Background: an optimization exercise with open tools, aiming at small area, a short achievable clock period and few clock cycles per item. Do not read the settings as production practice. No run shown here included a check of the RTL's function; only the layout flow was run.

## flow/design.v (module list and top-level ports; edited modules follow where they fit)
// module agpm_div: 64 lines
// module agpm_sum_abs: 859 lines
// module agpm_att_mul: 893 lines
// module agpm_booth_s16: 30 lines
// module agpm_booth_att: 30 lines
// module adaptive_gain_pcm_mixer: 172 lines
module adaptive_gain_pcm_mixer (
  input  logic        clk,
  input  logic        rst,
  input  logic        sample_valid,
  output logic        sample_ready,
  input  logic [15:0] sample_vocal,
  input  logic [15:0] sample_music,
  input  logic        sample_last,
  output logic        result_valid,
  input  logic        result_ready,
  output logic [15:0] result_mixed,
  output logic        result_clipped,
  output logic        result_last,
  input  logic        cfg_valid,
  output logic        cfg_ready,
  input  logic [3:0]  cfg_index,
  input  logic [15:0] cfg_wdata
);
  // ...
==> flow/run.sh <==
#!/bin/bash
# synth_recipe.tcl (not shown) runs the flow's synth.tcl, then flattens the netlist and writes it again
# the make line also repeats each setting of config.mk as NAME=value (left out here)
make -C /OpenROAD-flow-scripts/flow DESIGN_CONFIG=/design/flow/config.mk WORK_HOME=/design/flow/orfs CLKGATE_MAP_FILE= SYNTH_SCRIPT=/design/flow/synth_recipe.tcl finish
==> flow/config.mk <==
export PLATFORM = sky130hd
export DESIGN_NAME = adaptive_gain_pcm_mixer
export DESIGN_NICKNAME = adaptive_gain_pcm_mixer
export VERILOG_FILES = /design/flow/design.v
export SDC_FILE = /design/flow/constraint.sdc
export NUM_CORES = 4
export LEC_CHECK = 0
export CAP_MARGIN = 20
export CORE_MARGIN = 2
export CORE_UTILIZATION = 55
export SETUP_SLACK_MARGIN = 2.5
export SLEW_MARGIN = 20
==> flow/constraint.sdc <==
create_clock -name core_clock -period 10.0 [get_ports {clk}]
set_input_delay 2.0000 -clock core_clock [delete_from_list [all_inputs] [get_ports {clk}]]
set_output_delay 2.0000 -clock core_clock [all_outputs]
set_load 0.01 [all_outputs]
==> flow_summary.json, run 1 <==
{
  "crit_end": "u_div.rem[18]",
  "num_vias": 32400,
  "status": "finished clean",
  "cp-start-kind": "register",
  "cp-end-kind": "register",
  "n_clock_buffer": 42,
  "design_area_sq_mm": 0.0442,
  "syn_area_per_cell_sq_um": 9.13,
  "wl_met3_microns": 9070,
  "grt_pass1_vias": 33300,
  "antenna_left": 0,
  "io_pins": 79,
  "critical-path-slowest-cell": "edfxtp_1",
  "dp.cells": 5039,
  "clock_skew_ns": 0.0286,
  "synth_top_family_by_area": "adder cells",
  "clk_share_pct": 2.17,
  "synth.area.mux_share_pct": 2.37,
  "wl_met2_microns": 58400,
  "ys_warn_count": 2,
  "ctsResizeCount": 81,
  "die_x_microns": 272
}
==> run 2: changes to the inputs <==
--- a/flow/config.mk
+++ b/flow/config.mk
@@ -8,5 +8,5 @@
 export CAP_MARGIN = 20
 export CORE_MARGIN = 2
 export CORE_UTILIZATION = 55
-export SETUP_SLACK_MARGIN = 2.5
+export SETUP_SLACK_MARGIN = 3.2
 export SLEW_MARGIN = 20
==> flow_summary.json, run 2 <==
{
  "largest_register": "s2_x",
  "synth-seq-area-share_pct": 15.3,
  "clock_skew_ns": 0.0210,
  "yosysMostFrequentCell": "xnor2_1",
  "cp-start-kind": "register",
  "grt.overflow.total": 0,
  "grt.met2_usage_pct": 57.9,
  "async_reset_ff_share_pct": 0,
  "grt_pass1_wl_microns": 207000,
  "io_pins": 79,
  "clockBufferDepth": 3,
  "r2r_end": "u_div.rem[15]",
  "synthToLayoutAreaGrowth_pct": 19.5,
  "rsz0062_at_grt": "true",
  "drive_above_1_share_pct": 19.5,
  "antenna_found_initial": 4,
  "grtUsageMet1_pct": 49.6,
  "postSynthCellCount": 4313,
  "worstPathRequired_ns": 10.50,
  "grt_start_max_net_pins": 77,
  "clock_latency_ns": 0.60,
  "grt_pass1_vias": 33900,
  "diodes": 0,
  "cts.htree.levels": 1,
  "holdBufCountCts": 0,
  "drc": 0,
  "finalCriticalPeriod_ns": 7.47,
  "crit_end": "u_div.rem[15]",
  "status": "finished clean",
  "synth_common_cells": "638 x xnor2_1, 496 x inv_1, 492 x a22oi_1, 464 x fa_1, 346 x clkbuf_1",
  "gp_congestion": 0.942,
  "cpMostUsedCell": "ha_4",
  "crit_type": "register to register",
  "maxCapViolCount": 0,
  "wl_per_cell_microns": 25.4,
  "ys_ff_latch": 239,
  "worstPathArrival_ns": 7.97,
  "setup_viol": 0,
  "hp-class": "register to register",
  "first_iter_violations": 3484,
  "antenna_left": 0,
  "core-area_sq_mm": 0.0711,
  "synth.largest_area_cell": "fa_1",
  "critical_path.max_fanout": 8,
  "ys.flop_type": "edfxtp_1",
  "viasPerCell": 6.26,
  "start_util_pct": 55.4,
  "yosys.area.top_type_share_pct": 23.6,
  "final_common_cell": "xnor2_1",
  "hold_ws_ns": 0.420,
  "rows": 98,
  "die_x_microns": 272,
  "synth_fp_nets": 5099,
  "synthTopCellsByArea": "fa_1 24%, xnor2_1 14%, a22oi_1 9.4%",
  "r2r-start": "u_div.dr[1]",
  "cts_sinks": 239,
  "use_met3_pct": 7.87,
  "fp.dieArea_sq_mm": 0.0737,
  "cp-end-kind": "register",
  "max_freq_mhz": 134,
  "cts_tree": "built",
  "slew_viol_final": 0,
  "port_buffers": 77,
  "grt_busiest_layer": "met2",
  "hold_viol": 0,
  "cpPeakStageDelay_ns": 0.43,
  "wl_microns": 137000,
  "rr_worst_depth": 33,
  "slew_headroom_pct": 28.1,
  "largest_reg_flops": 32,
  "cts_root_buf": "clkbuf_16",
  "ys_warn_count": 2,
  "track_usage_pct": 36.9,
  "num_vias": 33900,
  "cts_buffers": 28,
  "r2r_slack_ns": 2.53,
  "synth_edf_count": 123,
  "critical-path-slowest-cell": "edfxtp_1",
  "cp-startpoint": "u_div.dr[1]",
  "nets": 5227,
  "final_cell_mix": "630 x xnor2_1, 474 x inv_1, 447 x fa_1",
  "syn_area_sq_mm": 0.0394,
  "synth.distinct_cells": 101,
  "die_height_microns": 272,
  "fin_setup_tns_ns": 0,
  "worst_pin_slew_ns": 1.08,
  "syn_area_per_cell_sq_um": 9.13,
  "fin_crit_sh_pct": 74.7,
  "clk_pin_slew_ns": 0.06,
  "drt-pass1-iter-count": 7,
  "dp_hpwl_microns": 93800
}
-- run 2: repair_timing --
item / CTS / global route
buffers inserted: 264 / 45
pin swaps: 96 / 158
cloned: 5 / 2
gates resized for setup: 289 / 190
endpoints found under the setup margin: 88 / 58
-- run 2: how the worst min path moves through the flow --
| stage | from | endpoint | slack, ns | cells after the start |
|---|---|---|---|---|
| final | s2_last | out_last | 0.42 | 0 |
| after global routing | s1_last | s2_last | 0.43 | 0 |
| after CTS | s2_last | out_last | 0.42 | 0 |
| after detailed placement | s2_last | out_last | 0.40 | 0 |
| after global placement | s1_last | s2_last | 0.40 | 0 |
| after floorplan | u_div.cnt[0] | u_div.cnt[0] | 0.39 | 1 |
-- run 2: layout make-up --
type                    instances  area (sq um)
flip-flops and latches        239          6130
multi-input cells            3194         32200
clock inverters                22           264
fillers                      5863         24100
clock buffers                  30           718
well taps                     950          1190
repair buffers                478          4620
inverters                     500          1890
-- run 2: cells by family (layout without fill, tap and decap cells) --
| kind of cell | after synthesis | after routing | synth area share, % |
|---|---|---|---|
| multiplexers | 88 | 88 | 2.37 |
| AND/OR/NAND/NOR | 675 | 676 | 8.18 |
| AO/OA/AOI/OAI | 985 | 987 | 17.6 |
| XOR/XNOR | 714 | 714 | 16.0 |
| other | 1 | 1 | 0.00953 |
| adder cells (fa/ha/maj) | 728 | 728 | 32.0 |
| buffers and inverters | 883 | 1030 | 8.56 |
| flip-flops | 239 | 239 | 15.3 |
-- run 2: worst max-delay path: cells and delay by family (launching register included) --
kind	cells	cell delay [ns]
buffers and inverters	5	0.89
flip-flops	1	0.43
multiplexers	2	0.63
AND/OR/NAND/NOR	8	1.21
AO/OA/AOI/OAI	15	3.48
adder cells (fa/ha/maj)	3	0.72
-- run 2: through the flow --
| step | worst slack, ns | cells | area (sq um) | util (%) |
|---|---|---|---|---|
| floorplan | 3.21 | 4313 | 39600 | - |
| global placement | 1.46 | 5045 | 40800 | 57.4 |
| detailed placement | 1.31 | 5045 | 40800 | 57.4 |
| CTS | 2.67 | 5366 | 45700 | 64.3 |
| global route | 2.34 | 5413 | 47000 | 66.2 |
| finish | 2.53 | 5413 | 47000 | 66.2 |
-- run 2: routing by layer --
metal | part of all wire [%] | up-vias | wire length (microns)
li1 | - | 14800 | -
met1 | 40 | 16800 | 54400
met2 | 45 | 1866 | 61200
met3 | 10 | 422 | 14200
met4 | 5.6 | 6 | 7640
met5 | 0.030 | - | 41
==> run 3: changes to the inputs <==
--- a/flow/config.mk
+++ b/flow/config.mk
@@ -8,5 +8,6 @@
 export CAP_MARGIN = 20
 export CORE_MARGIN = 2
 export CORE_UTILIZATION = 55
-export SETUP_SLACK_MARGIN = 3.2
+export SETUP_SLACK_MARGIN = 3.0
 export SLEW_MARGIN = 20
+export TNS_END_PERCENT = 5
==> flow_summary.json, run 3 <==
{
  "postSynthCellCount": 4313,
  "syn_area_sq_mm": 0.0394,
  "clock_skew_ns": 0.0316,
  "ys.flop_type": "edfxtp_1",
  "largest_register": "s2_x",
  "port_buffers": 77,
  "gp_congestion": 0.944,
  "synth_edf_count": 123,
  "wl_microns": 131000,
  "worstPathArrival_ns": 7.80,
  "max_freq_mhz": 136,
  "status": "finished clean",
  "async_reset_ff_share_pct": 0,
  "cp-startpoint": "u_div.dr[2]",
  "cp-start-kind": "register",
  "grt_pass1_vias": 33900,
  "clock_latency_ns": 0.59,
  "maxCapViolCount": 0,
  "num_vias": 33000,
  "setup_viol": 0,
  "cp.depth": 34,
  "grt_pass1_wl_microns": 202000,
  "cpMostUsedCell": "a21oi_2",
  "synth_common_cells": "638 x xnor2_1, 496 x inv_1, 492 x a22oi_1, 464 x fa_1, 346 x clkbuf_1",
  "cp-end-kind": "register",
  "rows": 98,
  "rsz0062_at_grt": "true",
  "worst_pin_slew_ns": 1.17,
  "synth-seq-area-share_pct": 15.3,
  "rr_worst_depth": 34,
  "antenna_left": 0,
  "nets": 5134,
  "fin_crit_sh_pct": 73.5,
  "synthToLayoutAreaGrowth_pct": 13.8,
  "ys_ff_latch": 239,
  "viasPerCell": 6.21,
  "start_util_pct": 55.4,
  "yosysMostFrequentCell": "xnor2_1",
  "largest_reg_flops": 32,
  "syn_area_per_cell_sq_um": 9.13,
  "cts_root_buf": "clkbuf_16",
  "track_usage_pct": 35.6,
  "worstPathRequired_ns": 10.45,
  "core-area_sq_mm": 0.0711,
  "finalCriticalPeriod_ns": 7.35,
  "yosys.area.top_type_share_pct": 23.6,
  "critical_path.max_fanout": 7,
  "synth_fp_nets": 5099,
  "cts_sinks": 239,
  "critPathTopFamily": "compound AO/OA/AOI/OAI gates",
  "die_height_microns": 272,
  "critical-path-slowest-cell": "a221o_1",
  "r2r-start": "u_div.dr[2]",
  "antenna_found_initial": 1,
  "die_x_microns": 272,
  "clk_pin_slew_ns": 0.06,
  "first_iter_violations": 2950,
  "clockBufferDepth": 3,
  "hp-class": "register to register",
  "hold_ws_ns": 0.418,
  "io_pins": 79,
  "drc": 0,
  "fp.dieArea_sq_mm": 0.0737,
  "drive_above_1_share_pct": 13.6,
  "synth.largest_area_cell": "fa_1",
  "crit_type": "register to register",
  "cts_buffers": 29,
  "slew_viol_final": 0,
  "path_buf_inv": 5,
  "synthTopCellsByArea": "fa_1 24%, xnor2_1 14%, a22oi_1 9.4%",
  "cpPeakStageDelay_ns": 0.44,
  "ys_warn_count": 2,
  "final_common_cell": "xnor2_1",
  "cts_tree": "built",
  "final_cell_mix": "636 x xnor2_1, 492 x a22oi_1, 483 x inv_1",
  "r2r_end": "u_div.rem[2]",
  "r2r_slack_ns": 2.65,
  "wl_per_cell_microns": 24.6,
  "fin_setup_tns_ns": 0,
  "cts.htree.levels": 1,
  "slew_headroom_pct": 22.0,
  "hold_viol": 0,
  "grt_start_max_net_pins": 77,
  "drt-pass1-iter-count": 6,
  "synth.distinct_cells": 101,
  "dp_hpwl_microns": 94200,
  "crit_end": "u_div.rem[2]",
  "grt.overflow.total": 0
}
[run 3: cell counts after synthesis]
No cell type changed its count.
[run 3: repair_timing]
item                                    CTS  global route
setup buffers                           205            21
hold buffers                              0             0
pin swaps                                63            27
endpoints found under the setup margin   82            61
hold endpoints to repair                  0             0
gates cloned                              1             0
gates resized for setup                 186            26
[run 3: area by class of cell]
cell class / instances / area [sq um]
diodes: 3 / 7.51
clock buffers: 37 / 861
clock inverters: 16 / 250
fillers: 6117 / 26300
inverters: 500 / 1880
multi-input cells: 3192 / 31000
flip-flops and latches: 239 / 6070
well taps: 950 / 1190
repair buffers: 386 / 3570
[run 3: worst min path at each step]
stage / slack [ns] / end / start / cells after the start
2_1_floorplan: 0.39 / u_div.cnt[0] / u_div.cnt[0] / 1
3_3_place_gp: 0.40 / u_div.cnt[0] / u_div.cnt[0] / 1
3_5_place_dp: 0.41 / u_div.cnt[0] / u_div.cnt[0] / 1
4_1_cts: 0.42 / u_div.cnt[0] / u_div.cnt[0] / 1
5_1_grt: 0.44 / out_last / s2_last / 0
6_report: 0.42 / u_div.cnt[0] / u_div.cnt[0] / 1
[run 3: layer usage]
metal  up-vias  GRT usage [%]  part of all wire (%)
met2      1576           59.0                    47
met3       418           5.81                   7.8
met5         -              0                 0.014
met4         2           19.4                   6.2
met1     16500           44.4                    39
li1      14600              -                     -
[run 3: cells by family after synthesis]
logic type,share of synthesized area (%)
flops,15.3
simple gates,8.18
mux,2.37
compound gates,17.6
buf+inv,8.56
fa+ha+maj,32.0
other cells,0.00953
xor+xnor,16.0
[run 3: stage by stage]
stage                     std cells  setup slack, ns  cell area, sq um  utilization (%)
final                          5323             2.65             44800             63.0
after detailed placement       5040             1.39             40600             57.1
after CTS                      5299             2.85             44500             62.6
after global placement         5040             1.47             40600             57.1
after floorplan                4313             3.00             39500                -
after global routing           5320             2.40             44800             63.0

## separate check: timing with driven ports
Ports are ideal in the flow. The routed layouts listed here were re-timed in OpenROAD.
Step 1, drivers: a clkbuf_16 drives clk and a buf_2 each remaining input, both assumed.
Step 2, shift: input delay + t, output delay - t, t = (earliest + latest rising clock arrival at the registers) / 2. This alone moves slack from input paths to output paths.
a / b / c = ideal ports / drivers / drivers and shift; a / b = the first two.
| run | t (ns) | setup WS [ns] | hold slack, ns | worst register clock-pin slew, ns |
|---|---|---|---|---|
| run 1 | 0.627 | 2.272 / 2.272 / 2.272 | 0.421 / 0.421 / 0.421 | 0.06 / 0.06 |
| run 2 | 0.659 | 2.531 / 2.531 / 2.531 | 0.420 / 0.420 / 0.420 | 0.07 / 0.07 |
| run 3 | 0.644 | 2.654 / 2.654 / 2.654 | 0.418 / 0.418 / 0.418 | 0.07 / 0.07 |
After both steps every run listed still meets setup and hold.
